Background: an optimization exercise with open tools, aiming at small area, a short achievable clock period and few clock cycles per item. Do not read the settings as production practice.
Where RTL was checked, it was by simulation tests only, not by an equivalence proof against the original.
Only the layout flow was run in runs 2 and 3; the RTL was not checked for function there.
Power and IR drop assume default switching activity.

File: flow/design.v
module mac_array_acc #(
  parameter int DATA_WIDTH = 8,
  parameter int ACC_WIDTH  = 32,
  parameter int LANES      = 4,
  parameter int LEN_W      = 16
) (
  input  logic                        clk,
  input  logic                        rst_n,
  input  logic                        start,
  input  logic [LEN_W-1:0]            vec_len,
  input  logic [LANES*ACC_WIDTH-1:0]  bias,
  input  logic                        sat_en,
  input  logic                        in_valid,
  output logic                        in_ready,
  input  logic [LANES*DATA_WIDTH-1:0] operand_a,
  input  logic [LANES*DATA_WIDTH-1:0] operand_b,
  output logic                        out_valid,
  input  logic                        out_ready,
  output logic [LANES*ACC_WIDTH-1:0]  out_data,
  output logic [LANES-1:0]            overflow,
  output logic                        busy
);
  logic             r_in_ready;
  logic             r_out_valid;
  logic [LEN_W-1:0] r_cnt;
  logic             r_sat;
  logic             w_beat, w_load, w_last, w_empty;
  assign busy    = r_in_ready | (r_out_valid & ~out_ready);
  assign w_load  = start & ~busy;
  assign w_beat  = in_valid & r_in_ready;
  assign w_last  = (r_cnt == LEN_W'(1));
  assign w_empty = (vec_len == '0);
  always_ff @(posedge clk or negedge rst_n) begin
    if (!rst_n) begin
      r_in_ready  <= 1'b0;
      r_out_valid <= 1'b0;
    end else begin
      if (w_load) begin
        r_in_ready  <= ~w_empty;
        r_out_valid <= w_empty;
      end else if (w_beat && w_last) begin
        r_in_ready  <= 1'b0;
        r_out_valid <= 1'b1;
      end else if (out_ready) begin
        r_out_valid <= 1'b0;
      end
    end
  end
  always_ff @(posedge clk) begin
    if (w_load) begin
      r_cnt <= vec_len;
      r_sat <= sat_en;
    end else if (w_beat) begin
      r_cnt <= r_cnt - 1'b1;
    end
  end
  for (genvar g = 0; g < LANES; g++) begin : g_lane
    logic [DATA_WIDTH-1:0] a_g;
    logic [17:0]           t;
    logic [ACC_WIDTH-1:0]  r_acc;
    logic                  r_ovf;
    logic [15:0]           hi, hi_nxt, lo_nxt;
    logic [15:0]           ones_below, zeros_below;
    logic [15:0]           hi_up, hi_dn;
    logic                  up, dn, v, is_max, is_min, sat_max, sat_min;
    assign a_g = operand_a[g*DATA_WIDTH +: DATA_WIDTH] & {DATA_WIDTH{w_beat}};
    mac_lane_tree u_tree (
      .a   (a_g),
      .b   (operand_b[g*DATA_WIDTH +: DATA_WIDTH]),
      .acc (r_acc[15:0]),
      .t   (t)
    );
    assign hi = r_acc[31:16];
    always_comb begin
      ones_below[0]  = 1'b1;
      zeros_below[0] = 1'b1;
      for (int i = 1; i < 16; i++) begin
        ones_below[i]  = ones_below[i-1] & hi[i-1];
        zeros_below[i] = zeros_below[i-1] & ~hi[i-1];
      end
    end
    assign is_max  = ones_below[15] & ~hi[15];
    assign is_min  = zeros_below[15] & hi[15];
    assign sat_max = r_sat & is_max;
    assign sat_min = r_sat & is_min;
    assign hi_up   = hi ^ (ones_below & {16{~sat_max}});
    assign hi_dn   = hi ^ (zeros_below & {16{~sat_min}});
    assign up = ~t[17] & t[16];
    assign dn = t[17];
    assign v  = (up & is_max) | (dn & is_min);
    assign hi_nxt = dn ? hi_dn : (up ? hi_up : hi);
    assign lo_nxt = (t[15:0] | {16{up & sat_max}}) & ~{16{dn & sat_min}};
    always_ff @(posedge clk) begin
      if (w_load) begin
        r_acc <= bias[g*ACC_WIDTH +: ACC_WIDTH];
        r_ovf <= 1'b0;
      end else begin
        r_acc <= {hi_nxt, lo_nxt};
        r_ovf <= r_ovf | v;
      end
    end
    assign out_data[g*ACC_WIDTH +: ACC_WIDTH] = r_acc;
    assign overflow[g] = r_ovf;
  end
  assign in_ready  = r_in_ready;
  assign out_valid = r_out_valid;
endmodule
module mac_lane_tree (
  input  logic [7:0]  a,
  input  logic [7:0]  b,
  input  logic [15:0] acc,
  output logic [17:0] t
);
  wire p1 = (a[0] & b[0]);
  wire p2 = (a[0] & b[1]);
  wire p3 = (a[0] & b[2]);
  wire p4 = (a[0] & b[3]);
  wire p5 = (a[0] & b[4]);
  wire p6 = (a[0] & b[5]);
  wire p7 = (a[0] & b[6]);
  wire p8 = ~(a[0] & b[7]);
  wire p9 = (a[1] & b[0]);
  wire p10 = (a[1] & b[1]);
  wire p11 = (a[1] & b[2]);
  wire p12 = (a[1] & b[3]);
  wire p13 = (a[1] & b[4]);
  wire p14 = (a[1] & b[5]);
  wire p15 = (a[1] & b[6]);
  wire p16 = ~(a[1] & b[7]);
  wire p17 = (a[2] & b[0]);
  wire p18 = (a[2] & b[1]);
  wire p19 = (a[2] & b[2]);
  wire p20 = (a[2] & b[3]);
  wire p21 = (a[2] & b[4]);
  wire p22 = (a[2] & b[5]);
  wire p23 = (a[2] & b[6]);
  wire p24 = ~(a[2] & b[7]);
  wire p25 = (a[3] & b[0]);
  wire p26 = (a[3] & b[1]);
  wire p27 = (a[3] & b[2]);
  wire p28 = (a[3] & b[3]);
  wire p29 = (a[3] & b[4]);
  wire p30 = (a[3] & b[5]);
  wire p31 = (a[3] & b[6]);
  wire p32 = ~(a[3] & b[7]);
  wire p33 = (a[4] & b[0]);
  wire p34 = (a[4] & b[1]);
  wire p35 = (a[4] & b[2]);
  wire p36 = (a[4] & b[3]);
  wire p37 = (a[4] & b[4]);
  wire p38 = (a[4] & b[5]);
  wire p39 = (a[4] & b[6]);
  wire p40 = ~(a[4] & b[7]);
  wire p41 = (a[5] & b[0]);
  wire p42 = (a[5] & b[1]);
  wire p43 = (a[5] & b[2]);
  wire p44 = (a[5] & b[3]);
  wire p45 = (a[5] & b[4]);
  wire p46 = (a[5] & b[5]);
  wire p47 = (a[5] & b[6]);
  wire p48 = ~(a[5] & b[7]);
  wire p49 = (a[6] & b[0]);
  wire p50 = (a[6] & b[1]);
  wire p51 = (a[6] & b[2]);
  wire p52 = (a[6] & b[3]);
  wire p53 = (a[6] & b[4]);
  wire p54 = (a[6] & b[5]);
  wire p55 = (a[6] & b[6]);
  wire p56 = ~(a[6] & b[7]);
  wire p57 = ~(a[7] & b[0]);
  wire p58 = ~(a[7] & b[1]);
  wire p59 = ~(a[7] & b[2]);
  wire p60 = ~(a[7] & b[3]);
  wire p61 = ~(a[7] & b[4]);
  wire p62 = ~(a[7] & b[5]);
  wire p63 = ~(a[7] & b[6]);
  wire p64 = (a[7] & b[7]);
  wire s65 = acc[5] ^ p6;
  wire c66 = acc[5] & p6;
  wire s67 = acc[6] ^ p7 ^ p14;
  wire c68 = (acc[6] & p7) | (acc[6] & p14) | (p7 & p14);
  wire s69 = p21 ^ p28;
  wire c70 = p21 & p28;
  wire s71 = acc[7] ^ p8 ^ p15;
  wire c72 = (acc[7] & p8) | (acc[7] & p15) | (p8 & p15);
  wire s73 = p22 ^ p29 ^ p36;
  wire c74 = (p22 & p29) | (p22 & p36) | (p29 & p36);
  wire s75 = p43 ^ p50;
  wire c76 = p43 & p50;
  wire s77 = 1'b1 ^ acc[8] ^ p16;
  wire c78 = (1'b1 & acc[8]) | (1'b1 & p16) | (acc[8] & p16);
  wire s79 = p23 ^ p30 ^ p37;
  wire c80 = (p23 & p30) | (p23 & p37) | (p30 & p37);
  wire s81 = p44 ^ p51 ^ p58;
  wire c82 = (p44 & p51) | (p44 & p58) | (p51 & p58);
  wire s83 = acc[9] ^ p24 ^ p31;
  wire c84 = (acc[9] & p24) | (acc[9] & p31) | (p24 & p31);
  wire s85 = p38 ^ p45 ^ p52;
  wire c86 = (p38 & p45) | (p38 & p52) | (p45 & p52);
  wire s87 = acc[10] ^ p32 ^ p39;
  wire c88 = (acc[10] & p32) | (acc[10] & p39) | (p32 & p39);
  wire s89 = acc[3] ^ p4;
  wire c90 = acc[3] & p4;
  wire s91 = acc[4] ^ p5 ^ p12;
  wire c92 = (acc[4] & p5) | (acc[4] & p12) | (p5 & p12);
  wire s93 = p19 ^ p26;
  wire c94 = p19 & p26;
  wire s95 = p13 ^ p20 ^ p27;
  wire c96 = (p13 & p20) | (p13 & p27) | (p20 & p27);
  wire s97 = p34 ^ p41 ^ s65;
  wire c98 = (p34 & p41) | (p34 & s65) | (p41 & s65);
  wire s99 = p35 ^ p42 ^ p49;
  wire c100 = (p35 & p42) | (p35 & p49) | (p42 & p49);
  wire s101 = c66 ^ s69 ^ s67;
  wire c102 = (c66 & s69) | (c66 & s67) | (s69 & s67);
  wire s103 = p57 ^ c70 ^ s75;
  wire c104 = (p57 & c70) | (p57 & s75) | (c70 & s75);
  wire s105 = c68 ^ s71 ^ s73;
  wire c106 = (c68 & s71) | (c68 & s73) | (s71 & s73);
  wire s107 = c76 ^ c72 ^ c74;
  wire c108 = (c76 & c72) | (c76 & c74) | (c72 & c74);
  wire s109 = s77 ^ s79 ^ s81;
  wire c110 = (s77 & s79) | (s77 & s81) | (s79 & s81);
  wire s111 = p59 ^ c78 ^ c80;
  wire c112 = (p59 & c78) | (p59 & c80) | (c78 & c80);
  wire s113 = c82 ^ s83 ^ s85;
  wire c114 = (c82 & s83) | (c82 & s85) | (s83 & s85);
  wire s115 = p46 ^ p53 ^ p60;
  wire c116 = (p46 & p53) | (p46 & p60) | (p53 & p60);
  wire s117 = c84 ^ c86 ^ s87;
  wire c118 = (c84 & c86) | (c84 & s87) | (c86 & s87);
  wire s119 = acc[11] ^ p40 ^ p47;
  wire c120 = (acc[11] & p40) | (acc[11] & p47) | (p40 & p47);
  wire s121 = p54 ^ p61 ^ c88;
  wire c122 = (p54 & p61) | (p54 & c88) | (p61 & c88);
  wire s123 = acc[12] ^ p48 ^ p55;
  wire c124 = (acc[12] & p48) | (acc[12] & p55) | (p48 & p55);
  wire s125 = acc[2] ^ p3;
  wire c126 = acc[2] & p3;
  wire s127 = p11 ^ p18 ^ p25;
  wire c128 = (p11 & p18) | (p11 & p25) | (p18 & p25);
  wire s129 = p33 ^ c90 ^ s93;
  wire c130 = (p33 & c90) | (p33 & s93) | (c90 & s93);
  wire s131 = c94 ^ c92 ^ s95;
  wire c132 = (c94 & c92) | (c94 & s95) | (c92 & s95);
  wire s133 = c96 ^ s99 ^ c98;
  wire c134 = (c96 & s99) | (c96 & c98) | (s99 & c98);
  wire s135 = c100 ^ s103 ^ c102;
  wire c136 = (c100 & s103) | (c100 & c102) | (s103 & c102);
  wire s137 = c104 ^ c106 ^ s107;
  wire c138 = (c104 & c106) | (c104 & s107) | (c106 & s107);
  wire s139 = c108 ^ c110 ^ s111;
  wire c140 = (c108 & c110) | (c108 & s111) | (c110 & s111);
  wire s141 = s115 ^ c112 ^ c114;
  wire c142 = (s115 & c112) | (s115 & c114) | (c112 & c114);
  wire s143 = c116 ^ s119 ^ c118;
  wire c144 = (c116 & s119) | (c116 & c118) | (s119 & c118);
  wire s145 = p62 ^ c120 ^ s123;
  wire c146 = (p62 & c120) | (p62 & s123) | (c120 & s123);
  wire s147 = acc[13] ^ p56 ^ p63;
  wire c148 = (acc[13] & p56) | (acc[13] & p63) | (p56 & p63);
  wire s149 = acc[1] ^ p2;
  wire c150 = acc[1] & p2;
  wire s151 = p10 ^ p17 ^ s125;
  wire c152 = (p10 & p17) | (p10 & s125) | (p17 & s125);
  wire s153 = c126 ^ s89 ^ s127;
  wire c154 = (c126 & s89) | (c126 & s127) | (s89 & s127);
  wire s155 = c128 ^ s91 ^ s129;
  wire c156 = (c128 & s91) | (c128 & s129) | (s91 & s129);
  wire s157 = c130 ^ s97 ^ s131;
  wire c158 = (c130 & s97) | (c130 & s131) | (s97 & s131);
  wire s159 = c132 ^ s101 ^ s133;
  wire c160 = (c132 & s101) | (c132 & s133) | (s101 & s133);
  wire s161 = s105 ^ c134 ^ s135;
  wire c162 = (s105 & c134) | (s105 & s135) | (c134 & s135);
  wire s163 = s109 ^ c136 ^ s137;
  wire c164 = (s109 & c136) | (s109 & s137) | (c136 & s137);
  wire s165 = s113 ^ c138 ^ s139;
  wire c166 = (s113 & c138) | (s113 & s139) | (c138 & s139);
  wire s167 = s117 ^ c140 ^ s141;
  wire c168 = (s117 & c140) | (s117 & s141) | (c140 & s141);
  wire s169 = s121 ^ c142 ^ s143;
  wire c170 = (s121 & c142) | (s121 & s143) | (c142 & s143);
  wire s171 = c122 ^ s145 ^ c144;
  wire c172 = (c122 & s145) | (c122 & c144) | (s145 & c144);
  wire s173 = c124 ^ s147 ^ c146;
  wire c174 = (c124 & s147) | (c124 & c146) | (s147 & c146);
  wire s175 = acc[14] ^ p64 ^ c148;
  wire c176 = (acc[14] & p64) | (acc[14] & c148) | (p64 & c148);
  wire s177 = 1'b1 ^ acc[15];
  wire c178 = 1'b1 & acc[15];
  wire g179 = acc[0] & p1;
  wire g180 = p9 & s149;
  wire g181 = c150 & s151;
  wire g182 = c152 & s153;
  wire g183 = c154 & s155;
  wire g184 = c156 & s157;
  wire g185 = c158 & s159;
  wire g186 = c160 & s161;
  wire g187 = c162 & s163;
  wire g188 = c164 & s165;
  wire g189 = c166 & s167;
  wire g190 = c168 & s169;
  wire g191 = s171 & c170;
  wire g192 = s173 & c172;
  wire g193 = s175 & c174;
  wire g194 = s177 & c176;
  wire g195 = 1'b1 & c178;
  wire g196 = 1'b1 & 1'b0;
  wire pr197 = acc[0] ^ p1;
  wire pr198 = p9 ^ s149;
  wire pr199 = c150 ^ s151;
  wire pr200 = c152 ^ s153;
  wire pr201 = c154 ^ s155;
  wire pr202 = c156 ^ s157;
  wire pr203 = c158 ^ s159;
  wire pr204 = c160 ^ s161;
  wire pr205 = c162 ^ s163;
  wire pr206 = c164 ^ s165;
  wire pr207 = c166 ^ s167;
  wire pr208 = c168 ^ s169;
  wire pr209 = s171 ^ c170;
  wire pr210 = s173 ^ c172;
  wire pr211 = s175 ^ c174;
  wire pr212 = s177 ^ c176;
  wire pr213 = 1'b1 ^ c178;
  wire pr214 = 1'b1 ^ 1'b0;
  wire G215 = g180 | (pr198 & g179);
  wire P216 = pr198 & pr197;
  wire G217 = g182 | (pr200 & g181);
  wire P218 = pr200 & pr199;
  wire G219 = g184 | (pr202 & g183);
  wire P220 = pr202 & pr201;
  wire G221 = g186 | (pr204 & g185);
  wire P222 = pr204 & pr203;
  wire G223 = g188 | (pr206 & g187);
  wire P224 = pr206 & pr205;
  wire G225 = g190 | (pr208 & g189);
  wire P226 = pr208 & pr207;
  wire G227 = g192 | (pr210 & g191);
  wire P228 = pr210 & pr209;
  wire G229 = g194 | (pr212 & g193);
  wire P230 = pr212 & pr211;
  wire G231 = g196 | (pr214 & g195);
  wire P232 = pr214 & pr213;
  wire G233 = g181 | (pr199 & G215);
  wire P234 = pr199 & P216;
  wire G235 = G217 | (P218 & G215);
  wire P236 = P218 & P216;
  wire G237 = g185 | (pr203 & G219);
  wire P238 = pr203 & P220;
  wire G239 = G221 | (P222 & G219);
  wire P240 = P222 & P220;
  wire G241 = g189 | (pr207 & G223);
  wire P242 = pr207 & P224;
  wire G243 = G225 | (P226 & G223);
  wire P244 = P226 & P224;
  wire G245 = g193 | (pr211 & G227);
  wire P246 = pr211 & P228;
  wire G247 = G229 | (P230 & G227);
  wire P248 = P230 & P228;
  wire G249 = g183 | (pr201 & G235);
  wire P250 = pr201 & P236;
  wire G251 = G219 | (P220 & G235);
  wire P252 = P220 & P236;
  wire G253 = G237 | (P238 & G235);
  wire P254 = P238 & P236;
  wire G255 = G239 | (P240 & G235);
  wire P256 = P240 & P236;
  wire G257 = g191 | (pr209 & G243);
  wire P258 = pr209 & P244;
  wire G259 = G227 | (P228 & G243);
  wire P260 = P228 & P244;
  wire G261 = G245 | (P246 & G243);
  wire P262 = P246 & P244;
  wire G263 = G247 | (P248 & G243);
  wire P264 = P248 & P244;
  wire G265 = g187 | (pr205 & G255);
  wire P266 = pr205 & P256;
  wire G267 = G223 | (P224 & G255);
  wire P268 = P224 & P256;
  wire G269 = G241 | (P242 & G255);
  wire P270 = P242 & P256;
  wire G271 = G243 | (P244 & G255);
  wire P272 = P244 & P256;
  wire G273 = G257 | (P258 & G255);
  wire P274 = P258 & P256;
  wire G275 = G259 | (P260 & G255);
  wire P276 = P260 & P256;
  wire G277 = G261 | (P262 & G255);
  wire P278 = P262 & P256;
  wire G279 = G263 | (P264 & G255);
  wire P280 = P264 & P256;
  wire G281 = g195 | (pr213 & G279);
  wire P282 = pr213 & P280;
  wire G283 = G231 | (P232 & G279);
  wire P284 = P232 & P280;
  wire S285 = pr198 ^ g179;
  wire S286 = pr199 ^ G215;
  wire S287 = pr200 ^ G233;
  wire S288 = pr201 ^ G235;
  wire S289 = pr202 ^ G249;
  wire S290 = pr203 ^ G251;
  wire S291 = pr204 ^ G253;
  wire S292 = pr205 ^ G255;
  wire S293 = pr206 ^ G265;
  wire S294 = pr207 ^ G267;
  wire S295 = pr208 ^ G269;
  wire S296 = pr209 ^ G271;
  wire S297 = pr210 ^ G273;
  wire S298 = pr211 ^ G275;
  wire S299 = pr212 ^ G277;
  wire S300 = pr213 ^ G279;
  wire S301 = pr214 ^ G281;
  assign t = {S301,S300,S299,S298,S297,S296,S295,S294,S293,S292,S291,S290,S289,S288,S287,S286,S285,pr197};
endmodule
File: flow/run.sh
#!/bin/bash
# synth_recipe.tcl (not shown) runs the flow's synth.tcl, then flattens the netlist and writes it again
# the make line also repeats each setting of config.mk as NAME=value (left out here)
make -C /OpenROAD-flow-scripts/flow DESIGN_CONFIG=/design/flow/config.mk WORK_HOME=/design/flow/orfs CLKGATE_MAP_FILE= SYNTH_SCRIPT=/design/flow/synth_recipe.tcl finish
File: flow/config.mk
export PLATFORM = sky130hd
export DESIGN_NAME = mac_array_acc
export DESIGN_NICKNAME = mac_array_acc
export VERILOG_FILES = /design/flow/design.v
export SDC_FILE = /design/flow/constraint.sdc
export NUM_CORES = 4
export LEC_CHECK = 0
export CAP_MARGIN = 20
export CORE_MARGIN = 2
export CORE_UTILIZATION = 40
export SLEW_MARGIN = 20
File: flow/constraint.sdc
create_clock -name core_clock -period 5.5 [get_ports {clk}]
set_input_delay 1.1000 -clock core_clock [delete_from_list [all_inputs] [get_ports {clk}]]
set_output_delay 1.1000 -clock core_clock [all_outputs]
set_load 0.01 [all_outputs]
==> flow_summary.ini, run 1 <==
[run]
maxCapViolCount = 0

[synth]
ys_seq_area_share_pct = 22.1
synthFlopType = edfxtp_1
synth_fp_nets = 2531
syn_area_um2 = 17400
synth_top_area_cell = fa_1
syn_inst = 2015
synth-seq-cells = 151
synth_edf_count = 81
yosysUniqueCellTypes = 71
synthTopCellsByArea = fa_1, edfxtp_1, dfxtp_1
synth_top_cell_area_share_pct = 24.0
ys_async_sr_fraction_pct = 1.32
yosysWarnings = 1
syn_area_per_cell_um2 = 8.62

[setup_path]
endpoint_kind = flop
path_class = input port to flop
cp_num_buf_inv = 6
critPathTopFamily = adder cells
cp-start-kind = input port
crit_top_cell = buf_4
crit_path_max_fanout = 6
max_stage_delay_ns = 0.58
cp.arrival_ns = 5.84
crit_required_ns = 5.73
crit_chain = dlygate4sd2_1 -> buf_4 -> nand3_2 -> fa_2 -> inv_2 -> fa_2 -> fa_1 -> fa_1 -> ha_4 -> and3_4 -> o2111ai_4 -> a2111oi_4 -> buf_4 -> buf_6 -> o211ai_1 -> buf_4 -> o22ai_2 -> xnor2_1 -> o21ai_1
slowest_stage = fa_2

[grt]
overflow = 0
grt_util_all_layers_pct = 25.7
first_global_vias = 16900
grt_pass1_wl_um = 89900
grt_max_degree = 102
antenna_found_initial = 3

[clock_network]
clock-sinks = 151
cts.clk_slew.worst_paths_ns = 0.07
cts_tree = done
clk-insertion-delay-late_ns = 0.50
hold_buffers = 0
cts_buffer_depth = 2
cts-buffers-inserted = 17
htree_levels = 4
clock-root-buffer = clkbuf_16

[die]
die-width_um = 212
fp.dieH_um = 212
row_count = 76
die-area_um2 = 45100
coreArea_um2 = 43000
initial_core_util_pct = 40.4
io_pins = 349

[layout]
fin_cells = 3191
layout_commonest_cell = clkdlybuf4s50_1
mostFrequentLayoutCells = clkdlybuf4s50_1, buf_4, nand2_1
nets = 3105
syn_to_final_growth_pct = 47.0
fin_area_um2 = 25500
drive_gt1_share_pct = 21.1

[sta]
fmax_mhz = 178
setup_tns_ns = -0.965
fin_skew_ns = 0.0169
slew_violations = 0
fin_ws_ns = -0.110
grt_setup_unrepaired = true
period_needed_ns = 5.61
hold_viol = 0
max-slew-margin-rel_pct = 38.9
finalSetupViolCount = 16
fin_crit_sh_pct = 102
tightest_slew_ns = 0.910

[power]
p_per_area_nw_per_um2 = 744
peakVddDrop_uv = 460
p_leak_nw = 11.2

[run_status]
status = failed layout checks
so.violations = setup timing

[drt]
routed_wl_um = 57400
remaining_drc_errors = 0
drt_iter0_drc = 1113
viasPerCell = 5.24
ant_nets = 0
wl_per_cell_um = 18.0
route.vias.total = 16700
drt-pass1-iter-count = 5

[place]
io_buffers = 348
placed_area_um2 = 23900
dpl.cell_count = 3122
hpwlAfterDp_um = 45300
routabilityCongestion = 0.905

[min_path]
hold_class = flop to flop
[cell usage after synthesis (9+ instances only)]
library cell and number:
nand2_1 267, o21ai_1 33, xor2_1 38, nand4_1 19, buf_4 9, o32ai_1 9
xnor2_1 61, or3_1 18, nor3_1 24, and3_1 148, ha_1 94, clkbuf_1 74
o22ai_1 12, edfxtp_1 81, nor2_1 101, nor2b_1 14, a21oi_1 55, or4_1 9
nand3_1 64, fa_1 208, and2_1 32, a21o_1 12, nor4_1 22, a31oi_1 11
dfxtp_1 68, a211oi_1 9, inv_1 265, or2_2 11, nand2b_1 15, o21ai_0 125
[metal layers]
metal	vias up	routed length (µm)	track usage, %
li1	7963	-	-
met1	8192	25500	34.6
met2	481	27100	40.9
met3	85	3340	6.10
met4	0	1510	8.03
met5	-	0	0
[metrics by stage]
stage / power [mW] / worst slack, ns / util, % / hold slack, ns
floorplan: 11.1 / -0.413 / - / 0.441
global placement: 16.2 / -1.02 / 55.7 / 0.450
detailed placement: 16.4 / -1.09 / 55.7 / 0.463
CTS: 18.1 / -0.00706 / 57.7 / 0.480
global route: 20.8 / -0.269 / 59.4 / 0.495
finish: 19.0 / -0.110 / 59.4 / 0.472
[cell families after synthesis]
group,Yosys count,share of synthesized area [%]
AOI/OAI and AO/OA,341,12.0
xor gates and xnor gates,99,4.99
adders and majority gates,302,30.7
buffers and inverters,353,7.88
DFF,151,22.1
muxes,6,0.346
and+or+nand+nor,763,22.0
[worst register-to-register path, delay by kind of cell, from the launching register on]
kind                     cells  cell delay, ns
AND/OR/NAND/NOR              3            0.59
buffers and inverters        5            0.71
flip-flops                   1            0.52
adder cells (fa/ha/maj)      5            2.28
XOR/XNOR                     1            0.13
AO/OA/AOI/OAI                5            1.01
[path summary, 6_finish.rpt]
path / startpoint / endpoint / slack (ns) / cells past startpoint
worst max-delay path: operand_b[21] / g_lane[2].r_acc[26]$_DFFE_PP_ / -0.11 / 19
worst min-delay path: g_lane[1].r_ovf$_SDFF_PP0_ / g_lane[1].r_ovf$_SDFF_PP0_ / 0.47 / 1
worst max register to register: r_in_ready$_DFFE_PN0P_ / g_lane[2].r_acc[26]$_DFFE_PP_ / -0.01 / 19
worst min register to register: g_lane[1].r_ovf$_SDFF_PP0_ / g_lane[1].r_ovf$_SDFF_PP0_ / 0.47 / 1
max in group asynchronous: rst_n / r_in_ready$_DFFE_PN0P_ / 4.60 / 1
min in group asynchronous: rst_n / r_out_valid$_DFFE_PN0P_ / 0.76 / 1
[cell type report]
type	instances	area, µm²
repair buffers	639	5870
clock inverters	12	161
flip-flops and latches	151	3840
multi-input cells	1515	13500
clock buffers	20	468
well taps	585	732
diodes	4	10.0
fillers	3824	17400
inverters	265	1000
[power by group]
group,internal [mW],switching [mW],total [mW]
combinational,7.55,7.17,14.7
clock,0.759,0.576,1.33
sequential,2.16,0.777,2.94
[flip-flops by register name, summed over array words and instances (netlist names)]
register      count
r_sat             1
g_lane.r_ovf      4
g_lane.r_acc    128
r_out_valid       1
r_cnt            16
r_in_ready        1
[what timing repair did]
action,4_1_cts,5_1_grt
pin swaps,51,60
setup buffers,13,18
cloned,2,3
gates resized for setup,92,138
endpoints found under the setup margin,196,189
Testbench counts, summed over its fixed seeds: cycles 5,520, jobs 320.
==> inputs of run 2 (changes only) <==
--- a/flow/design.v
+++ b/flow/design.v
@@ -56,19 +56,24 @@
   end
   for (genvar g = 0; g < LANES; g++) begin : g_lane
     logic [DATA_WIDTH-1:0] a_g;
-    logic [17:0]           t;
+    logic [15:0]           s;
+    logic                  c;
+    logic [1:0]            t0, t1;
     logic [ACC_WIDTH-1:0]  r_acc;
     logic                  r_ovf;
     logic [15:0]           hi, hi_nxt, lo_nxt;
-    logic [15:0]           ones_below, zeros_below;
-    logic [15:0]           hi_up, hi_dn;
-    logic                  up, dn, v, is_max, is_min, sat_max, sat_min;
+    logic [15:0]           ones_below, zeros_below, m_up, m_dn, m0, m1;
+    logic                  up0, dn0, up1, dn1, up, dn, v0, v1, v;
+    logic                  is_max, is_min, sat_max, sat_min;
     assign a_g = operand_a[g*DATA_WIDTH +: DATA_WIDTH] & {DATA_WIDTH{w_beat}};
     mac_lane_tree u_tree (
       .a   (a_g),
       .b   (operand_b[g*DATA_WIDTH +: DATA_WIDTH]),
       .acc (r_acc[15:0]),
-      .t   (t)
+      .s   (s),
+      .c   (c),
+      .t0  (t0),
+      .t1  (t1)
     );
     assign hi = r_acc[31:16];
     always_comb begin
@@ -83,13 +88,21 @@
     assign is_min  = zeros_below[15] & hi[15];
     assign sat_max = r_sat & is_max;
     assign sat_min = r_sat & is_min;
-    assign hi_up   = hi ^ (ones_below & {16{~sat_max}});
-    assign hi_dn   = hi ^ (zeros_below & {16{~sat_min}});
-    assign up = ~t[17] & t[16];
-    assign dn = t[17];
-    assign v  = (up & is_max) | (dn & is_min);
-    assign hi_nxt = dn ? hi_dn : (up ? hi_up : hi);
-    assign lo_nxt = (t[15:0] | {16{up & sat_max}}) & ~{16{dn & sat_min}};
+    assign m_up    = ones_below & {16{~sat_max}};
+    assign m_dn    = zeros_below & {16{~sat_min}};
+    assign up0 = ~t0[1] & t0[0];
+    assign dn0 = t0[1];
+    assign up1 = ~t1[1] & t1[0];
+    assign dn1 = t1[1];
+    assign v0  = (up0 & is_max) | (dn0 & is_min);
+    assign v1  = (up1 & is_max) | (dn1 & is_min);
+    assign m0  = ({16{up0}} & m_up) | ({16{dn0}} & m_dn);
+    assign m1  = ({16{up1}} & m_up) | ({16{dn1}} & m_dn);
+    assign up  = c ? up1 : up0;
+    assign dn  = c ? dn1 : dn0;
+    assign v   = c ? v1 : v0;
+    assign hi_nxt = hi ^ (c ? m1 : m0);
+    assign lo_nxt = (s | {16{up & sat_max}}) & ~{16{dn & sat_min}};
     always_ff @(posedge clk) begin
       if (w_load) begin
         r_acc <= bias[g*ACC_WIDTH +: ACC_WIDTH];
@@ -109,7 +122,10 @@
   input  logic [7:0]  a,
   input  logic [7:0]  b,
   input  logic [15:0] acc,
-  output logic [17:0] t
+  output logic [15:0] s,
+  output logic        c,
+  output logic [1:0]  t0,
+  output logic [1:0]  t1
 );
   wire p1 = (a[0] & b[0]);
   wire p2 = (a[0] & b[1]);
@@ -305,112 +321,103 @@
   wire g192 = s173 & c172;
   wire g193 = s175 & c174;
   wire g194 = s177 & c176;
-  wire g195 = 1'b1 & c178;
-  wire g196 = 1'b1 & 1'b0;
-  wire pr197 = acc[0] ^ p1;
-  wire pr198 = p9 ^ s149;
-  wire pr199 = c150 ^ s151;
-  wire pr200 = c152 ^ s153;
-  wire pr201 = c154 ^ s155;
-  wire pr202 = c156 ^ s157;
-  wire pr203 = c158 ^ s159;
-  wire pr204 = c160 ^ s161;
-  wire pr205 = c162 ^ s163;
-  wire pr206 = c164 ^ s165;
-  wire pr207 = c166 ^ s167;
-  wire pr208 = c168 ^ s169;
-  wire pr209 = s171 ^ c170;
-  wire pr210 = s173 ^ c172;
-  wire pr211 = s175 ^ c174;
-  wire pr212 = s177 ^ c176;
-  wire pr213 = 1'b1 ^ c178;
-  wire pr214 = 1'b1 ^ 1'b0;
-  wire G215 = g180 | (pr198 & g179);
-  wire P216 = pr198 & pr197;
-  wire G217 = g182 | (pr200 & g181);
-  wire P218 = pr200 & pr199;
-  wire G219 = g184 | (pr202 & g183);
-  wire P220 = pr202 & pr201;
-  wire G221 = g186 | (pr204 & g185);
-  wire P222 = pr204 & pr203;
-  wire G223 = g188 | (pr206 & g187);
-  wire P224 = pr206 & pr205;
-  wire G225 = g190 | (pr208 & g189);
-  wire P226 = pr208 & pr207;
-  wire G227 = g192 | (pr210 & g191);
-  wire P228 = pr210 & pr209;
-  wire G229 = g194 | (pr212 & g193);
-  wire P230 = pr212 & pr211;
-  wire G231 = g196 | (pr214 & g195);
-  wire P232 = pr214 & pr213;
-  wire G233 = g181 | (pr199 & G215);
-  wire P234 = pr199 & P216;
-  wire G235 = G217 | (P218 & G215);
-  wire P236 = P218 & P216;
-  wire G237 = g185 | (pr203 & G219);
-  wire P238 = pr203 & P220;
-  wire G239 = G221 | (P222 & G219);
-  wire P240 = P222 & P220;
-  wire G241 = g189 | (pr207 & G223);
-  wire P242 = pr207 & P224;
-  wire G243 = G225 | (P226 & G223);
-  wire P244 = P226 & P224;
-  wire G245 = g193 | (pr211 & G227);
-  wire P246 = pr211 & P228;
-  wire G247 = G229 | (P230 & G227);
-  wire P248 = P230 & P228;
-  wire G249 = g183 | (pr201 & G235);
-  wire P250 = pr201 & P236;
-  wire G251 = G219 | (P220 & G235);
-  wire P252 = P220 & P236;
-  wire G253 = G237 | (P238 & G235);
-  wire P254 = P238 & P236;
-  wire G255 = G239 | (P240 & G235);
-  wire P256 = P240 & P236;
-  wire G257 = g191 | (pr209 & G243);
-  wire P258 = pr209 & P244;
-  wire G259 = G227 | (P228 & G243);
-  wire P260 = P228 & P244;
-  wire G261 = G245 | (P246 & G243);
-  wire P262 = P246 & P244;
-  wire G263 = G247 | (P248 & G243);
-  wire P264 = P248 & P244;
-  wire G265 = g187 | (pr205 & G255);
-  wire P266 = pr205 & P256;
-  wire G267 = G223 | (P224 & G255);
-  wire P268 = P224 & P256;
-  wire G269 = G241 | (P242 & G255);
-  wire P270 = P242 & P256;
-  wire G271 = G243 | (P244 & G255);
-  wire P272 = P244 & P256;
-  wire G273 = G257 | (P258 & G255);
-  wire P274 = P258 & P256;
-  wire G275 = G259 | (P260 & G255);
-  wire P276 = P260 & P256;
-  wire G277 = G261 | (P262 & G255);
-  wire P278 = P262 & P256;
-  wire G279 = G263 | (P264 & G255);
-  wire P280 = P264 & P256;
-  wire G281 = g195 | (pr213 & G279);
-  wire P282 = pr213 & P280;
-  wire G283 = G231 | (P232 & G279);
-  wire P284 = P232 & P280;
-  wire S285 = pr198 ^ g179;
-  wire S286 = pr199 ^ G215;
-  wire S287 = pr200 ^ G233;
-  wire S288 = pr201 ^ G235;
-  wire S289 = pr202 ^ G249;
-  wire S290 = pr203 ^ G251;
-  wire S291 = pr204 ^ G253;
-  wire S292 = pr205 ^ G255;
-  wire S293 = pr206 ^ G265;
-  wire S294 = pr207 ^ G267;
-  wire S295 = pr208 ^ G269;
-  wire S296 = pr209 ^ G271;
-  wire S297 = pr210 ^ G273;
-  wire S298 = pr211 ^ G275;
-  wire S299 = pr212 ^ G277;
-  wire S300 = pr213 ^ G279;
-  wire S301 = pr214 ^ G281;
-  assign t = {S301,S300,S299,S298,S297,S296,S295,S294,S293,S292,S291,S290,S289,S288,S287,S286,S285,pr197};
+  wire pr195 = acc[0] ^ p1;
+  wire pr196 = p9 ^ s149;
+  wire pr197 = c150 ^ s151;
+  wire pr198 = c152 ^ s153;
+  wire pr199 = c154 ^ s155;
+  wire pr200 = c156 ^ s157;
+  wire pr201 = c158 ^ s159;
+  wire pr202 = c160 ^ s161;
+  wire pr203 = c162 ^ s163;
+  wire pr204 = c164 ^ s165;
+  wire pr205 = c166 ^ s167;
+  wire pr206 = c168 ^ s169;
+  wire pr207 = s171 ^ c170;
+  wire pr208 = s173 ^ c172;
+  wire pr209 = s175 ^ c174;
+  wire pr210 = s177 ^ c176;
+  wire G211 = g180 | (pr196 & g179);
+  wire P212 = pr196 & pr195;
+  wire G213 = g182 | (pr198 & g181);
+  wire P214 = pr198 & pr197;
+  wire G215 = g184 | (pr200 & g183);
+  wire P216 = pr200 & pr199;
+  wire G217 = g186 | (pr202 & g185);
+  wire P218 = pr202 & pr201;
+  wire G219 = g188 | (pr204 & g187);
+  wire P220 = pr204 & pr203;
+  wire G221 = g190 | (pr206 & g189);
+  wire P222 = pr206 & pr205;
+  wire G223 = g192 | (pr208 & g191);
+  wire P224 = pr208 & pr207;
+  wire G225 = g194 | (pr210 & g193);
+  wire P226 = pr210 & pr209;
+  wire G227 = g181 | (pr197 & G211);
+  wire P228 = pr197 & P212;
+  wire G229 = G213 | (P214 & G211);
+  wire P230 = P214 & P212;
+  wire G231 = g185 | (pr201 & G215);
+  wire P232 = pr201 & P216;
+  wire G233 = G217 | (P218 & G215);
+  wire P234 = P218 & P216;
+  wire G235 = g189 | (pr205 & G219);
+  wire P236 = pr205 & P220;
+  wire G237 = G221 | (P222 & G219);
+  wire P238 = P222 & P220;
+  wire G239 = g193 | (pr209 & G223);
+  wire P240 = pr209 & P224;
+  wire G241 = G225 | (P226 & G223);
+  wire P242 = P226 & P224;
+  wire G243 = g183 | (pr199 & G229);
+  wire P244 = pr199 & P230;
+  wire G245 = G215 | (P216 & G229);
+  wire P246 = P216 & P230;
+  wire G247 = G231 | (P232 & G229);
+  wire P248 = P232 & P230;
+  wire G249 = G233 | (P234 & G229);
+  wire P250 = P234 & P230;
+  wire G251 = g191 | (pr207 & G237);
+  wire P252 = pr207 & P238;
+  wire G253 = G223 | (P224 & G237);
+  wire P254 = P224 & P238;
+  wire G255 = G239 | (P240 & G237);
+  wire P256 = P240 & P238;
+  wire G257 = G241 | (P242 & G237);
+  wire P258 = P242 & P238;
+  wire G259 = g187 | (pr203 & G249);
+  wire P260 = pr203 & P250;
+  wire G261 = G219 | (P220 & G249);
+  wire P262 = P220 & P250;
+  wire G263 = G235 | (P236 & G249);
+  wire P264 = P236 & P250;
+  wire G265 = G237 | (P238 & G249);
+  wire P266 = P238 & P250;
+  wire G267 = G251 | (P252 & G249);
+  wire P268 = P252 & P250;
+  wire G269 = G253 | (P254 & G249);
+  wire P270 = P254 & P250;
+  wire G271 = G255 | (P256 & G249);
+  wire P272 = P256 & P250;
+  wire G273 = G257 | (P258 & G249);
+  wire P274 = P258 & P250;
+  wire S275 = pr196 ^ g179;
+  wire S276 = pr197 ^ G211;
+  wire S277 = pr198 ^ G227;
+  wire S278 = pr199 ^ G229;
+  wire S279 = pr200 ^ G243;
+  wire S280 = pr201 ^ G245;
+  wire S281 = pr202 ^ G247;
+  wire S282 = pr203 ^ G249;
+  wire S283 = pr204 ^ G259;
+  wire S284 = pr205 ^ G261;
+  wire S285 = pr206 ^ G263;
+  wire S286 = pr207 ^ G265;
+  wire S287 = pr208 ^ G267;
+  wire S288 = pr209 ^ G269;
+  wire S289 = pr210 ^ G271;
+  assign s = {S289,S288,S287,S286,S285,S284,S283,S282,S281,S280,S279,S278,S277,S276,S275,pr195};
+  assign c = G273;
+  assign t0 = {1'b1 ^ 1'b0 ^ (1'b1 & c178), 1'b1 ^ c178};
+  assign t1 = {1'b1 ^ 1'b0 ^ (1'b1 | c178), ~(1'b1 ^ c178)};
 endmodule
--- a/flow/config.mk
+++ b/flow/config.mk
@@ -8,4 +8,5 @@
 export CAP_MARGIN = 20
 export CORE_MARGIN = 2
 export CORE_UTILIZATION = 40
+export SETUP_SLACK_MARGIN = 0.4
 export SLEW_MARGIN = 20
==> run 2 against run 1 <==
  * The layout still fails its checks (setup timing)
  * Synthesized cell count is 6.8% higher
  * Non-clock buffer count is 41 higher
  * Clock skew is 0.0091 ns lower
  * Final cell count is 5.1% higher
  * Die area is 2.8% higher
  * Count of clock-buffer cells in the layout is 3 lower
  * Critical path depth is 3 higher
  * Final area is 6.4% higher
  * Clock power is 6% lower
  * First-iteration DRC count is 6.1% lower
  * Via count is 8.8% higher
==> flow_summary.ini, run 2 <==
[die]
row_count = 77
initial_core_util_pct = 40.5
die-area_um2 = 46400
die-width_um = 215
io_pins = 349
fp.dieH_um = 215
coreArea_um2 = 44100

[layout]
syn_to_final_growth_pct = 52.1
drive_gt1_share_pct = 26.9
layout_commonest_cell = clkdlybuf4s50_1
mostFrequentLayoutCells = clkdlybuf4s50_1, buf_4, inv_1
largestRegisters = g_lane.r_acc x128, r_cnt x16, g_lane.r_ovf x4
regMostFlops = g_lane.r_acc
fin_area_um2 = 27200
nets = 3264
largest_reg_flops = 128

[grt]
first_global_vias = 18400
grt_pass1_wl_um = 98300
grt_util_all_layers_pct = 26.9
overflow = 0
antenna_found_initial = 6
grt_max_degree = 112

[drt]
routed_wl_um = 63600
viasPerCell = 5.42
drt_iter0_drc = 1045
remaining_drc_errors = 0
wl_per_cell_um = 19.0
route.vias.total = 18200
drt-pass1-iter-count = 7
ant_nets = 0

[power]
switchingPower_mw = 9.42
power_mw = 21.2
p_clk_share_pct = 5.9
combPwrFrac_pct = 82.3
p_sw_share_pct = 44.4
p_int_mw = 11.8
p_per_area_nw_per_um2 = 781
peakVddDrop_uv = 427
p_seq_share_pct = 11.8
p_leak_nw = 12.0

[clock_network]
hold_buffers = 0
cts-buffers-inserted = 17
cts.clk_slew.worst_paths_ns = 0.07
clk-insertion-delay-late_ns = 0.50
clock-sinks = 151
clock-root-buffer = clkbuf_16
cts_buffer_depth = 2
htree_levels = 4
cts_tree = done

[sta]
tightest_slew_ns = 1.10
fin_ws_ns = -0.0570
period_needed_ns = 5.56
fin_skew_ns = 0.00781
holdWs_ns = 0.500
slew_violations = 0
fmax_mhz = 180
fin_crit_sh_pct = 101
max-slew-margin-rel_pct = 26.8
hold_viol = 0
finalSetupViolCount = 5
grt_setup_unrepaired = true

[place]
pre_cts_ws_ns = -0.994
routabilityCongestion = 0.905
placed_area_um2 = 23800
hpwlAfterDp_um = 47300
io_buffers = 348

[run_status]
status = failed layout checks
so.violations = setup timing

[synth]
synth_top_cell_area_share_pct = 23.3
synth_fp_nets = 2669
yosysUniqueCellTypes = 94
syn_inst = 2153
synthTopCellsByArea = fa_1, dfxtp_1, ha_1
syn_area_um2 = 17900
ys_async_sr_fraction_pct = 1.32
synth_commonest_cells = inv_1, nand2_1, fa_1
synth-seq-cells = 151
synth.most_common_cell = inv_1
synth_edf_count = 17
synth_top_area_cell = fa_1
synthFlopType = dfxtp_1
ys_seq_area_share_pct = 17.9
syn_area_per_cell_um2 = 8.30
yosysWarnings = 1

[setup_path]
cp.arrival_ns = 5.95
crit_path_max_fanout = 6
endpoint_kind = flop
cp-start-kind = input port
crit_required_ns = 5.89
path_class = input port to flop

[min_path]
hold_class = flop to flop

[run]
maxCapViolCount = 0
==> run 2: cell count changes after synthesis, sizes merged, moves of 30 or more <==
cell and change:
edfxtp -64, nand2 -52, and3 +37, xnor2 -30
o21ai -39, dfxtp +64, nor2 +39, nor3 +44
==> run 2: final timing paths <==
| path | from | end | slack, ns | cells past startpoint |
|---|---|---|---|---|
| min | g_lane[2].r_ovf$_SDFF_PP0_ | g_lane[2].r_ovf$_SDFF_PP0_ | 0.50 | 2 |
| min in group asynchronous | rst_n | r_out_valid$_DFFE_PN0P_ | 0.76 | 1 |
| max | in_valid | g_lane[1].r_acc[18]$_DFF_P_ | -0.06 | 22 |
| min reg2reg | g_lane[2].r_ovf$_SDFF_PP0_ | g_lane[2].r_ovf$_SDFF_PP0_ | 0.50 | 2 |
| max reg2reg | r_in_ready$_DFFE_PN0P_ | g_lane[1].r_acc[18]$_DFF_P_ | 0.12 | 21 |
| max in group asynchronous | rst_n | r_in_ready$_DFFE_PN0P_ | 4.61 | 1 |
==> run 2: layer usage <==
layer	wire, µm	global-route usage (%)	vias to the layer above
met5	58	0	-
met4	1560	8.21	8
met3	4960	8.00	101
met2	29500	42.2	606
met1	27600	35.7	8901
li1	-	-	8584
==> run 2: stage by stage <==
step                setup TNS, ns  std cells  util, %
finish                     -0.130       3355     61.6
global route                -1.59       3355     61.6
CTS                             0       3324     58.5
detailed placement        -102.46       3234     54.0
global placement           -93.58       3234     54.0
floorplan                  -11.97       2153        -
==> run 2: cell type report <==
type	count	area, µm²
fillers	3860	16900
multi-input cells	1637	15000
repair buffers	680	6650
flip-flops and latches	151	3200
inverters	261	985
well taps	592	741
clock buffers	17	425
clock inverters	15	161
diodes	2	5.00
==> run 2: power by group through the flow <==
| stage | Clock (mW) | Combinational [mW] | Sequential [mW] |
|---|---|---|---|
| 2_1_floorplan | 0 | 8.22 | 2.43 |
| 3_3_place_gp | 0 | 13.0 | 2.47 |
| 3_5_place_dp | 0 | 13.2 | 2.49 |
| 4_1_cts | 1.28 | 15.0 | 2.48 |
| 5_1_grt | 1.32 | 19.0 | 2.59 |
| 6_report | 1.25 | 17.5 | 2.51 |
==> run 2: logic make-up after synthesis <==
group | Yosys count | share of synthesized area, %
buffers and inverters | 368 | 8.38
DFF | 151 | 17.9
xor gates and xnor gates | 56 | 2.74
and+or+nand+nor | 918 | 27.2
AOI/OAI and AO/OA | 328 | 12.1
adders and majority gates | 302 | 29.9
muxes | 30 | 1.77
==> run 2: what timing repair did <==
action                     CTS  global route
buffers inserted            46            23
hold endpoints to repair     0             0
setup endpoints to repair  132           132
pin swaps                  154           142
gates resized for setup    251           272
cloned                      12             6
==> run 2: worst max-delay path: stages <==
cell and delay [ns]:
buf_8 0.10, and2_4 0.18, buf_12 0.13, buf_16 0.14
and3_4 0.15, fa_2 0.57, inv_2 0.04, fa_2 0.32
inv_2 0.06, fa_1 0.42, fa_2 0.58, ha_4 0.20
a21o_1 0.18, a221o_1 0.36, a21o_1 0.21, buf_6 0.13
or3_4 0.42, buf_6 0.15, buf_6 0.12, nand4_1 0.14
and3_4 0.20, nor3_2 0.03
==> inputs of run 3 (changes only) <==
--- a/flow/config.mk
+++ b/flow/config.mk
@@ -5,8 +5,8 @@
 export SDC_FILE = /design/flow/constraint.sdc
 export NUM_CORES = 4
 export LEC_CHECK = 0
+export ABC_AREA = 1
 export CAP_MARGIN = 20
 export CORE_MARGIN = 2
 export CORE_UTILIZATION = 40
-export SETUP_SLACK_MARGIN = 0.4
 export SLEW_MARGIN = 20
==> run 3 against run 2 <==
  * Global-route usage up 0.73 points
  * Critical path depth grew 5
  * Count of clock-buffer cells in the layout is the same
  * Setup slack gained 0.26 ns
  * Clock skew rose by 0.0066 ns
  * Non-clock buffer count decreased by 36
  * Core utilization down 3.0 points
  * Die area decreased by 2.2%
  * Final cell count is 11% higher
  * Highest routed layer is now met4
  * Power fell by 6.2%
  * Now clean on timing, DRC and antenna
==> flow_summary.ini, run 3 <==
[sta]
fin_skew_ns = 0.0144
tightest_slew_ns = 1.05
fmax_mhz = 189
fin_crit_sh_pct = 96.3
finalSetupViolCount = 0
holdWs_ns = 0.481
max-slew-margin-rel_pct = 29.7
period_needed_ns = 5.30
slew_violations = 0
hold_viol = 0

[synth]
synth_fp_nets = 3025
syn_area_per_cell_um2 = 6.96
synth_top_area_cell = fa_1
ys_async_sr_fraction_pct = 1.32
synthFlopType = dfxtp_1
yosysWarnings = 1
synthTopCellsByArea = fa_1, nand2_1, dfxtp_1
synth.most_common_cell = nand2_1
synth_edf_count = 17
synth-seq-cells = 151
syn_inst = 2509
synth_top_cell_area_share_pct = 23.8
syn_area_um2 = 17500
yosysUniqueCellTypes = 46
synth_commonest_cells = nand2_1, inv_1, nor2_1
ys_seq_area_share_pct = 18.3

[setup_path]
ff2ff_setup_slack_ns = 0.50
path_class = input port to flop
crit_path_max_fanout = 6
crit_required_ns = 5.89
cp-start-kind = input port
endpoint_kind = flop
cp.arrival_ns = 5.69

[grt]
grt_use_met1_pct = 35.7
overflow = 0
grt_util_all_layers_pct = 27.6
antenna_found_initial = 1
use_met2_pct = 44.1
grt_util_met3_pct = 7.52
grt_max_degree = 90
grt_pass1_wl_um = 96100
busiest_layer = met2
first_global_vias = 18400

[drt]
ant_nets = 0
drt_iter0_drc = 898
routed_wl_um = 60700
wl_per_cell_um = 16.4
viasPerCell = 4.86
drt-pass1-iter-count = 5
route.vias.total = 18000
remaining_drc_errors = 0

[power]
p_sw_share_pct = 48.5
p_seq_share_pct = 12.2
switchingPower_mw = 9.66
p_per_area_nw_per_um2 = 788
combPwrFrac_pct = 81.7
peakVddDrop_uv = 722
p_leak_nw = 12.8
p_int_mw = 10.2
p_clk_share_pct = 6.1

[layout]
largestRegisters = g_lane.r_acc x128, r_cnt x16, g_lane.r_ovf x4
mostFrequentLayoutCells = nand2_1, inv_1, clkdlybuf4s50_1
n_fill_cell = 3999
layout_commonest_cell = nand2_1
final_core_util_pct = 58.6
drive_gt1_share_pct = 17.0
regMostFlops = g_lane.r_acc
syn_to_final_growth_pct = 44.6
nets = 3628
largest_reg_flops = 128

[die]
initial_core_util_pct = 40.5
io_pins = 349
die-area_um2 = 45300
die-width_um = 213
fp.dieH_um = 213
coreArea_um2 = 43100
row_count = 76

[clock_network]
cts_buffer_depth = 2
cts-buffers-inserted = 17
clock-root-buffer = clkbuf_16
cts.clk_slew.worst_paths_ns = 0.07
clock-sinks = 151
hold_buffers = 0
clk-insertion-delay-late_ns = 0.49
cts_tree = done
htree_levels = 4

[min_path]
hold_class = flop to flop

[run_status]
status = no timing/DRC/antenna violations

[place]
io_buffers = 348
routabilityCongestion = 0.928
hpwlAfterDp_um = 47900

[run]
maxCapViolCount = 0
[run 3: timing repair]
action	CTS	global route
gates cloned	9	5
setup endpoints to repair	116	132
setup buffers	22	11
pin swaps	65	49
gates resized for setup	143	59
hold endpoints to repair	0	0
[run 3: layout make-up]
class | instances | area (µm²) | area share, %
multi-input cells | 1808 | 12800 | 50.7
repair buffers | 644 | 6090 | 24.1
flip-flops and latches | 151 | 3200 | 12.7
inverters | 490 | 1850 | 7.34
well taps | 585 | 732 | 2.90
clock buffers | 17 | 425 | 1.69
clock inverters | 15 | 146 | 0.580
diodes | 2 | 5.00 | 0.0198
[run 3: stage by stage]
stage | worst slack (ns) | area [µm²] | instances | power, mW | TNS, ns
finish | 0.204 | 25200 | 3712 | 19.9 | 0
global route | -0.00281 | 25200 | 3711 | 22.1 | -0.00281
CTS | -0.0121 | 24800 | 3694 | 19.1 | -0.0211
detailed placement | -0.784 | 23400 | 3632 | 16.3 | -82.41
global placement | -0.686 | 23400 | 3632 | 16.0 | -75.09
floorplan | -0.00536 | 17500 | 2509 | 11.2 | -0.0321
[run 3: cells by family (layout without fill, tap and decap cells)]
group                    after synthesis  in the layout  share of synthesized area, %
flip-flops                           151            151                          18.3
AO/OA/AOI/OAI                        177            177                          5.44
other                                  0              2                             0
adder cells (fa/ha/maj)              302            302                          30.6
buffers and inverters                555           1166                          12.6
XOR/XNOR                              34             34                          1.71
AND/OR/NAND/NOR                     1290           1295                          31.4
[run 3: metal layers]
metal / vias up / share of wire (%)
met5: - / 0
met4: 0 / 3.5
met3: 101 / 7.6
met2: 554 / 46
met1: 8458 / 43
li1: 8922 / -
[run 3: critical path: stages]
cell and delay [ns]:
dlymetal6s2s_1 0.15, nand2_2 0.10, inv_4 0.06, buf_12 0.13
buf_12 0.12, buf_16 0.14, nand2_2 0.10, buf_4 0.14
nor2_1 0.06, fa_1 0.54, inv_1 0.06, fa_2 0.38
inv_1 0.07, fa_1 0.43, fa_1 0.61, ha_4 0.22
nand2_2 0.09, nor2_2 0.05, buf_4 0.12, buf_4 0.13
a31oi_4 0.23, nand3_2 0.13, nand2_4 0.14, clkbuf_16 0.16
nand3_1 0.07, nand3_1 0.09, nand2_1 0.06
[run 3: worst paths after layout]
kind                                       startpoint                     endpoint  depth (start not counted)
max                                          in_valid  g_lane[1].r_acc[20]$_DFF_P_                         27
min in group asynchronous                       rst_n       r_in_ready$_DFFE_PN0P_                          1
max in group asynchronous                       rst_n      r_out_valid$_DFFE_PN0P_                          1
max reg2reg                    r_in_ready$_DFFE_PN0P_  g_lane[1].r_acc[20]$_DFF_P_                         26
min                        g_lane[3].r_ovf$_SDFF_PP0_   g_lane[3].r_ovf$_SDFF_PP0_                          2
min reg2reg                g_lane[3].r_ovf$_SDFF_PP0_   g_lane[3].r_ovf$_SDFF_PP0_                          2
[run 3: power groups by stage]
stage | Sequential, mW | Combinational, mW | Clock (mW)
after floorplan | 2.46 | 8.71 | 0
after global placement | 2.43 | 13.6 | 0
after detailed placement | 2.44 | 13.9 | 0
after CTS | 2.43 | 15.4 | 1.25
after global routing | 2.50 | 18.3 | 1.29
final | 2.43 | 16.3 | 1.21
==> inputs of run 4 (changes only) <==
--- a/flow/design.v
+++ b/flow/design.v
@@ -22,10 +22,11 @@
 );
   logic             r_in_ready;
   logic             r_out_valid;
+  logic             r_fin;
   logic [LEN_W-1:0] r_cnt;
   logic             r_sat;
   logic             w_beat, w_load, w_last, w_empty;
-  assign busy    = r_in_ready | (r_out_valid & ~out_ready);
+  assign busy    = r_in_ready | r_fin | (r_out_valid & ~out_ready);
   assign w_load  = start & ~busy;
   assign w_beat  = in_valid & r_in_ready;
   assign w_last  = (r_cnt == LEN_W'(1));
@@ -34,12 +35,15 @@
     if (!rst_n) begin
       r_in_ready  <= 1'b0;
       r_out_valid <= 1'b0;
+      r_fin       <= 1'b0;
     end else begin
+      r_fin <= w_beat & w_last;
       if (w_load) begin
         r_in_ready  <= ~w_empty;
         r_out_valid <= w_empty;
       end else if (w_beat && w_last) begin
         r_in_ready  <= 1'b0;
+      end else if (r_fin) begin
         r_out_valid <= 1'b1;
       end else if (out_ready) begin
         r_out_valid <= 1'b0;
@@ -55,7 +59,7 @@
     end
   end
   for (genvar g = 0; g < LANES; g++) begin : g_lane
-    logic [DATA_WIDTH-1:0] a_g;
+    logic [DATA_WIDTH-1:0] r_a, r_b;
     logic [15:0]           s;
     logic                  c;
     logic [1:0]            t0, t1;
@@ -65,10 +69,13 @@
     logic [15:0]           ones_below, zeros_below, m_up, m_dn, m0, m1;
     logic                  up0, dn0, up1, dn1, up, dn, v0, v1, v;
     logic                  is_max, is_min, sat_max, sat_min;
-    assign a_g = operand_a[g*DATA_WIDTH +: DATA_WIDTH] & {DATA_WIDTH{w_beat}};
+    always_ff @(posedge clk) begin
+      r_a <= operand_a[g*DATA_WIDTH +: DATA_WIDTH] & {DATA_WIDTH{w_beat}};
+      r_b <= operand_b[g*DATA_WIDTH +: DATA_WIDTH];
+    end
     mac_lane_tree u_tree (
-      .a   (a_g),
-      .b   (operand_b[g*DATA_WIDTH +: DATA_WIDTH]),
+      .a   (r_a),
+      .b   (r_b),
       .acc (r_acc[15:0]),
       .s   (s),
       .c   (c),
--- a/flow/config.mk
+++ b/flow/config.mk
@@ -8,5 +8,5 @@
 export ABC_AREA = 1
 export CAP_MARGIN = 20
 export CORE_MARGIN = 2
-export CORE_UTILIZATION = 40
+export CORE_UTILIZATION = 60
 export SLEW_MARGIN = 20
==> run 4 against run 3 <==
  * Clock power rose by 48%
  * Sequential share of layout area rose by 5.9 points
  * Non-clock buffer count fell by 284
  * Die area fell by 23%
  * Core utilization rose by 16 points
  * Wire length fell by 9.5%
  * First-iteration DRC count rose by 16%
  * Register-to-register slack got worse by 0.02 ns
  * Via count rose by 1.2%
  * Setup slack improved by 0.28 ns
  * Largest cell class unchanged
  * Final cell count fell by 5.4%
==> flow_summary.ini, run 4 <==
[grt]
overflow = 0
grt_util_all_layers_pct = 31.9
grt_max_degree = 96
grt_pass1_wl_um = 90900
first_global_vias = 18400
antenna_found_initial = 6

[setup_path]
crit_chain = nand2_1 -> fa_1 -> fa_1 -> inv_1 -> fa_1 -> fa_1 -> ha_1 -> a21oi_1 -> o21ai_0 -> a311oi_1 -> nand2_2 -> inv_2 -> nand4_1 -> nor2_1 -> nor2_4 -> o21ai_0 -> nand2_1
path_class = flop to flop
cp-start-kind = flop
cp.arrival_ns = 5.45
crit_path_max_fanout = 18
crit_required_ns = 5.94
cp_num_buf_inv = 2
max_stage_delay_ns = 0.56
crit_top_cell = fa_1
slowest_stage = dfxtp_1
critPathTopFamily = adder cells
endpoint_kind = flop

[clock_network]
clock-root-buffer = clkbuf_16
cts.clk_slew.worst_paths_ns = 0.06
cts_tree = done
hold_buffers = 0
htree_levels = 1
ctsResizeCount = 0
cts_buffer_depth = 3
clock-sinks = 216
clk-insertion-delay-late_ns = 0.56
cts-buffers-inserted = 26
post-cts-setup-buffers = 0

[place]
placed_area_um2 = 23400
dpl.cell_count = 3463
io_buffers = 348
routabilityCongestion = 0.931
hpwlAfterDp_um = 42900

[synth]
synthTopCellsByArea = fa_1, dfxtp_1, nand2_1
synth_commonest_cells = nand2_1, inv_1, fa_1
synth_fp_nets = 3308
ys_seq_area_share_pct = 22.6
synthFlopType = dfxtp_1
synth_top_cell_area_share_pct = 20.9
synth_edf_count = 17
synth_top_area_cell = fa_1
syn_area_per_cell_um2 = 7.14
syn_area_um2 = 19900
yosysWarnings = 1
synth-seq-cells = 216
synth.most_common_cell = nand2_1
yosysUniqueCellTypes = 49
ys_async_sr_fraction_pct = 1.39
syn_inst = 2792

[layout]
drive_gt1_share_pct = 5.83
syn_to_final_growth_pct = 21.9
nets = 3565
fin_cells = 3513
regMostFlops = g_lane.r_acc
final_core_util_pct = 74.5
largestRegisters = g_lane.r_acc x128, g_lane.r_a x32, g_lane.r_b x32
layout_commonest_cell = nand2_1
mostFrequentLayoutCells = nand2_1, inv_1, clkdlybuf4s50_1
fin_area_um2 = 24300
largest_reg_flops = 128

[sta]
fin_skew_ns = 0.0182
period_needed_ns = 5.02
hold_viol = 0
fmax_mhz = 199
setup_tns_ns = 0
tightest_slew_ns = 1.06
grt_setup_unrepaired = false
slew_violations = 0
max-slew-margin-rel_pct = 29.4
holdWs_ns = 0.478
finalSetupViolCount = 0
fin_crit_sh_pct = 91.2

[drt]
wl_per_cell_um = 15.6
top_layer_used = met5
wl_met2_um = 26000
remaining_drc_errors = 0
wl_met1_um = 22300
wl_met3_um = 4740
ant_nets = 0
route.vias.total = 18200
drt_iter0_drc = 1044
drt-pass1-iter-count = 5
routed_wl_um = 54900
viasPerCell = 5.19

[power]
p_per_area_nw_per_um2 = 734
p_int_mw = 8.67
p_sw_share_pct = 51.4
switchingPower_mw = 9.17
peakVddDrop_uv = 422
p_leak_nw = 13.2
p_clk_share_pct = 10.0
p_seq_share_pct = 17.0
combPwrFrac_pct = 73.0

[run]
maxCapViolCount = 0

[die]
initial_core_util_pct = 61.1
die-width_um = 186
io_pins = 349
fp.dieH_um = 186
coreArea_um2 = 32600
row_count = 66
die-area_um2 = 34700

[run_status]
status = no timing/DRC/antenna violations

[min_path]
hold_class = flop to flop
==> run 4: cell count changes after synthesis, moves of 12 or more <==
cell and delta:
nand2_1 +120, nand4_1 -13, o21ai_0 +18, dfxtp_1 +64, nand4_2 +12, nor2_1 -122
inv_1 +135, clkbuf_1 +59, o21ai_2 +18, o21ai_1 -30
==> run 4: layout make-up <==
type,count,area (µm²)
multi-input cells,1815,12400
fillers,2561,8310
flip-flops and latches,216,4510
repair buffers,360,3570
inverters,630,2370
clock buffers,36,790
well taps,442,553
clock inverters,11,100
diodes,3,7.51
==> run 4: cells by family (layout without fill, tap and decap cells) <==
| kind of cell | after synthesis | count (layout) | synth area share (%) |
|---|---|---|---|
| AOI/OAI and AO/OA | 177 | 177 | 5.23 |
| buffers and inverters | 761 | 1037 | 15.2 |
| DFF | 216 | 216 | 22.6 |
| xor gates and xnor gates | 30 | 30 | 1.32 |
| muxes | 1 | 1 | 0.0565 |
| adders and majority gates | 302 | 302 | 26.8 |
| and+or+nand+nor | 1305 | 1305 | 28.8 |
| other | 0 | 3 | 0 |
==> run 4: power groups by stage <==
stage,sequential [mW],combinational [mW],clock [mW]
after global routing,3.11,14.9,1.87
after global placement,3.02,12.3,0
after detailed placement,3.04,12.9,0
after floorplan,3.02,9.43,0
final,3.03,13.0,1.79
after CTS,3.02,13.0,1.81
==> run 4: final timing paths <==
check	startpoint	to	slack (ns)	cells past startpoint
hold / removal	g_lane[1].r_ovf$_SDFF_PP0_	g_lane[1].r_ovf$_SDFF_PP0_	0.48	2
setup reg to reg	g_lane[3].r_a[1]$_DFF_P_	g_lane[3].r_acc[13]$_DFF_P_	0.48	17
hold reg to reg	g_lane[1].r_ovf$_SDFF_PP0_	g_lane[1].r_ovf$_SDFF_PP0_	0.48	2
max in group asynchronous	rst_n	r_fin$_DFF_PN0_	4.64	1
setup / recovery	g_lane[3].r_a[1]$_DFF_P_	g_lane[3].r_acc[13]$_DFF_P_	0.48	17
min in group asynchronous	rst_n	r_out_valid$_DFFE_PN0P_	0.72	1
==> run 4: worst min-delay path: cells and delay by family (launching register included) <==
kind / cells / cell delay (ns)
AO/OA/AOI/OAI: 1 / 0.08
buffers and inverters: 1 / 0.04
flip-flops: 1 / 0.33
==> run 4: routing by layer <==
metal	track usage [%]	vias up
met5	0	-
met4	11.3	6
met3	7.67	125
met2	54.3	692
met1	39.6	8567
li1	-	8857
==> run 4: stage by stage <==
step / power, mW / setup WS [ns]
detailed placement: 15.9 / 0.567
floorplan: 12.5 / 1.06
CTS: 17.8 / 0.484
global placement: 15.3 / 0.681
finish: 17.8 / 0.484
global route: 19.8 / 0.171
Testbench counts of run 4, summed over its fixed seeds: cycles 5,840, jobs 320.
==> inputs of run 5 (changes only) <==
--- a/flow/config.mk
+++ b/flow/config.mk
@@ -8,5 +8,5 @@
 export ABC_AREA = 1
 export CAP_MARGIN = 20
 export CORE_MARGIN = 2
-export CORE_UTILIZATION = 60
+export CORE_UTILIZATION = 40
 export SLEW_MARGIN = 20
==> run 5 against run 4 <==
  * Flip-flop and latch count unchanged
  * Non-clock buffer count did not move
  * Largest power group unchanged
  * Worst hold slack better by 0.011 ns
  * Sequential power is essentially flat
  * Synthesized cell count is the same
  * Die area grew 49%
  * Clock skew is 0.0046 ns lower
  * Via count shrank 2.2%
  * Register-to-register slack improved by 0.19 ns
==> flow_summary.ini, run 5 <==
[grt]
grt_util_all_layers_pct = 22.6
first_global_vias = 18200
antenna_found_initial = 5
grt_max_degree = 85
overflow = 0

[power]
p_leak_nw = 13.2
p_seq_share_pct = 17.3
p_int_mw = 8.78
peakVddDrop_uv = 396
p_sw_share_pct = 50.4
switchingPower_mw = 8.93
power_mw = 17.7
combPwrFrac_pct = 71.5
p_clk_share_pct = 11.2

[layout]
nets = 3568
largestRegisters = g_lane.r_acc x128, g_lane.r_a x32, g_lane.r_b x32
drive_gt1_share_pct = 6.02
syn_to_final_growth_pct = 23.8
mostFrequentLayoutCells = nand2_1, inv_1, clkdlybuf4s50_1
layout_commonest_cell = nand2_1

[setup_path]
crit_path_max_fanout = 18
worstSetupPathDepth = 17
critPathTopFamily = adder cells
crit_start = g_lane[3].r_b[4]$_DFF_P_
cp-start-kind = flop
max_stage_delay_ns = 0.55
endpoint_kind = flop
crit_required_ns = 5.97
cp.arrival_ns = 5.29
path_class = flop to flop

[synth]
synth.most_common_cell = nand2_1
synth-seq-cells = 216
synth_top_cell_area_share_pct = 20.9
synth_top_area_cell = fa_1
synth_commonest_cells = nand2_1, inv_1, fa_1
yosysWarnings = 1
syn_area_per_cell_um2 = 7.14
syn_area_um2 = 19900
ys_async_sr_fraction_pct = 1.39
yosysUniqueCellTypes = 49

[sta]
max-slew-margin-rel_pct = 33.5
slew_violations = 0
fin_crit_sh_pct = 87.7
period_needed_ns = 4.82
grt_setup_unrepaired = false
fin_skew_ns = 0.0135
fmax_mhz = 207
tightest_slew_ns = 0.998
finalSetupViolCount = 0
setup_tns_ns = 0

[clock_network]
hold_buffers = 0
cts-buffers-inserted = 29
clk-insertion-delay-late_ns = 0.58
ctsResizeCount = 0
htree_levels = 1
post-cts-setup-buffers = 0
clock-root-buffer = clkbuf_16

[place]
routabilityCongestion = 0.930
io_buffers = 348

[run]
maxCapViolCount = 0

[die]
fp.dieH_um = 227
die-width_um = 227
coreArea_um2 = 49100
io_pins = 349
row_count = 81
die-area_um2 = 51700

[run_status]
status = no timing/DRC/antenna violations

[drt]
route.vias.total = 17800
drt_iter0_drc = 752
remaining_drc_errors = 0
viasPerCell = 4.77
[run 5: power by group through the flow]
stage	clock network [mW]	logic (mW)	registers, mW
after global routing	2.10	14.7	3.15
after floorplan	0	9.43	3.02
after global placement	0	12.4	3.08
final	1.99	12.7	3.06
after CTS	2.05	12.8	3.07
after detailed placement	0	12.7	3.09
[run 5: stage by stage]
step | utilization (%) | std cells | hold WS [ns] | setup WS (ns) | area (µm²)
6_report | 50.3 | 3739 | 0.488 | 0.678 | 24700
5_1_grt | 50.3 | 3738 | 0.528 | 0.291 | 24700
4_1_cts | 50.3 | 3738 | 0.487 | 0.657 | 24700
3_5_place_dp | 48.3 | 3685 | 0.473 | 0.661 | 23700
3_3_place_gp | 48.3 | 3685 | 0.460 | 0.704 | 23700
2_1_floorplan | - | 2792 | 0.443 | 1.06 | 19900
[run 5: worst register-to-register path, stage by stage, from the launching register on]
cell and delay (ns):
dfxtp_1 0.53, nand2_1 0.14, fa_1 0.55, inv_1 0.05
fa_1 0.42, fa_1 0.50, fa_1 0.51, ha_1 0.35
a21oi_1 0.19, o21ai_0 0.14, a311oi_1 0.29, nand2_2 0.09
inv_2 0.25, nand4_1 0.16, nor2_1 0.20, nor2_4 0.15
o21ai_0 0.13, nand2_1 0.06
[run 5: cell families (layout without fill, tap and decap cells)]
logic type / after synthesis / count (layout) / share of synthesized area, %
AOI/OAI and AO/OA: 177 / 177 / 5.23
xor gates and xnor gates: 30 / 30 / 1.32
adders and majority gates: 302 / 302 / 26.8
buffers and inverters: 761 / 1043 / 15.2
DFF: 216 / 216 / 22.6
muxes: 1 / 1 / 0.0565
other: 0 / 1 / 0
and+or+nand+nor: 1305 / 1305 / 28.8
[run 5: area by class of cell]
cell class                      instances  area (µm²)
Fill cell                            4930       24400
Multi-Input combinational cell       1815       12400
Sequential cell                       216        4510
Timing Repair Buffer                  360        3570
Inverter                              630        2370
Tap cell                              664         831
Clock buffer                           37         827
Clock inverter                         16         175
Antenna cell                            1        2.50
[run 5: metal layers]
layer | GRT usage, % | up-vias | share of wire [%]
li1 | - | 8862 | -
met1 | 28.3 | 8412 | 42
met2 | 39.2 | 458 | 48
met3 | 4.45 | 103 | 6.4
met4 | 6.89 | 8 | 3.1
met5 | 0 | - | 0.092
[run 5: how the worst min path moves through the flow]
stage | from | end | slack [ns]
finish | g_lane[0].r_ovf$_SDFF_PP0_ | g_lane[0].r_ovf$_SDFF_PP0_ | 0.49
detailed placement | g_lane[1].r_ovf$_SDFF_PP0_ | g_lane[1].r_ovf$_SDFF_PP0_ | 0.47
global route | g_lane[1].r_ovf$_SDFF_PP0_ | g_lane[1].r_ovf$_SDFF_PP0_ | 0.53
floorplan | g_lane[0].r_ovf$_SDFF_PP0_ | g_lane[0].r_ovf$_SDFF_PP0_ | 0.44
CTS | g_lane[1].r_ovf$_SDFF_PP0_ | g_lane[1].r_ovf$_SDFF_PP0_ | 0.49
global placement | g_lane[0].r_ovf$_SDFF_PP0_ | g_lane[0].r_ovf$_SDFF_PP0_ | 0.46

Check on run 5: ideal ports give 0.678 ns setup slack; a clkbuf_16 on the clock port and buf_2 on the inputs give 0.678 ns; moving port delays by the midpoint clock arrival (0.623 ns) as well gives 0.678 ns.
